Background: an optimization exercise with open tools, aiming at a short achievable clock period and few clock cycles. Do not read the settings as production practice.
In this exercise RTL edits were held to simulation tests only and were not proved equivalent to the original.

== build 91 ==
// lsp_prev_engine
module lsp_prev_engine
#(
  parameter int M      = 10,
  parameter int NP     = 4,
  parameter int SHIFT  = 3,
  parameter int ADDR_W = 11,
  parameter int DATA_W = 32
) (
  input  logic              clk,
  input  logic              reset,
  input  logic              start,
  input  logic              mode,
  input  logic [ADDR_W-1:0] x_base,
  input  logic [ADDR_W-1:0] g_base,
  input  logic [ADDR_W-1:0] fp_base,
  input  logic [ADDR_W-1:0] fg_base,
  input  logic [ADDR_W-1:0] out_base,
  input  logic [DATA_W-1:0] readIn,
  output logic [ADDR_W-1:0] readAddr,
  output logic [ADDR_W-1:0] writeAddr,
  output logic [DATA_W-1:0] writeOut,
  output logic              writeEn,
  output logic              busy,
  output logic              done
);
  localparam logic signed [31:0] MAX_32 = 32'sh7FFF_FFFF;
  localparam logic signed [31:0] MIN_32 = 32'sh8000_0000;
  logic              r_busy, r_done, r_wen;
  logic              r_mode;           
  logic [ADDR_W-1:0] r_raddr, r_waddr, r_wptr;
  logic [ADDR_W-1:0] r_px, r_pg, r_pfp, r_pfg;
  logic [9:0]        r_rph;            
  logic [3:0]        r_rel;            
  logic              r_rlast;          
  logic [9:0]        r_ph1, r_ph2;     
  ...
For scale: ~150 I/O pins, ~25,000 µm² of cells after synthesis.
make LEC_CHECK=0 CAP_MARGIN=20 CORE_MARGIN=2 CORE_UTILIZATION=40 SLEW_MARGIN=20 finish   # period 13.0 ns
run.sh (not shown) runs the stock make flow with config.mk's settings and CLKGATE_MAP_FILE= SYNTH_SCRIPT=/design/flow/synth_recipe.tcl, a recipe that flattens the netlist after the stock synthesis.
Testbench counts of build 91, summed over its fixed seeds: cycles 20,262.
#### Input delta (build 73 over build 91)
Settings: ABC_CLOCK_PERIOD_IN_PS: unset -> 3000.
==> flow/flow/run.sh (new file) <==
#!/bin/bash
set -euo pipefail
bash standard.sh SETUP_SLACK_MARGIN=9.5 finish > flow_make.log 2>&1
==> flow/standard.sh (new file) <==
#!/bin/bash
# synth_recipe.tcl (not shown) runs the flow's synth.tcl, then flattens the netlist and writes it again
# the make line also repeats each setting of config.mk as NAME=value (left out here)
make -C /OpenROAD-flow-scripts/flow DESIGN_CONFIG=/design/flow/config.mk WORK_HOME=/design/flow/orfs CLKGATE_MAP_FILE= SYNTH_SCRIPT=/design/flow/synth_recipe.tcl "${@:-finish}"
removed: flow/run.sh
Notes after the runs:
- In the flow results for build 91 and build 73, the final period utilization is larger on build 91.
- Delta (build 73 minus build 91): routed length per placed instance lost 0.74%; multi-input logic area went up by about 5.3%.
- The run showing the smaller worst slew slack as a fraction of its limit is build 91.
- Looking at slowest library cell on the worst path, the sky130_fd_sc_hd__dfxtp_4 result is from build 73; the sky130_fd_sc_hd__edfxtp_1 one comes from build 91.
> inputs changed (build 73 -> build 81)
Settings: putting SETUP_SLACK_MARGIN at 5 where nothing was set.
==> flow/run.sh (new file) <==
#!/bin/bash
# synth_recipe.tcl (not shown) runs the flow's synth.tcl, then flattens the netlist and writes it again
# the make line also repeats each setting of config.mk as NAME=value (left out here)
make -C /OpenROAD-flow-scripts/flow DESIGN_CONFIG=/design/flow/config.mk WORK_HOME=/design/flow/orfs CLKGATE_MAP_FILE= SYNTH_SCRIPT=/design/flow/synth_recipe.tcl finish
removed: flow/flow/run.sh
removed: flow/standard.sh
Results
Build 81: no failed stages, no open violations at the end
Diff build 73 -> build 81 | register-to-register slack | decrease of 1530 ps
Higher placed instance area goes to build 73 over build 81.
Going from build 73 to build 81, the global-route wire length before repair was found to have gone down by 3.2 mm.
Going from build 73 to build 81, combined global-route utilization of all metal layers shrinks by 0.62 points.
[compare] base=build 73 new=build 81: post-route standard cell area excluding fillers has decreased, count of cells resized by post-cts repair has decreased, core utilization has decreased.
Build 81 has endpoint arrival time on the critical path above what build 73 had.
Taking build 73 as the reference point, the sequential share of layout area of build 81 rises by 2.3 points.

## port drivers added, routing unchanged
Ports are ideal in the flow. The routed layouts listed here were re-timed in OpenROAD.
Step 1 sets driving cells, clkbuf_16 on the clock port and buf_2 on the other inputs (assumed; they add their load-dependent delay and slew).
Step 2 also shifts input and output timing later by t, the mid clock arrival at the registers, as if the neighbouring blocks saw the same clock.
Slacks: no drivers / after step 1 / after step 2; pairs: no drivers / after step 1.
| run | shift t [ns] | setup slack, ns | latest minus earliest clock arrival (ns) |
|---|---|---|---|
| build 91 | 0.606 | 7.838 / 7.838 / 7.838 | 0.027 / 0.026 |
| build 73 | 0.644 | 9.212 / 9.155 / 9.059 | 0.055 / 0.056 |
| build 81 | 0.606 | 7.838 / 7.838 / 7.838 | 0.027 / 0.026 |
After both steps setup and hold are still met in every run listed. For build 73, which loses most, drivers alone change the setup slack by -0.057 ns; drivers and shift together by -0.153 ns.
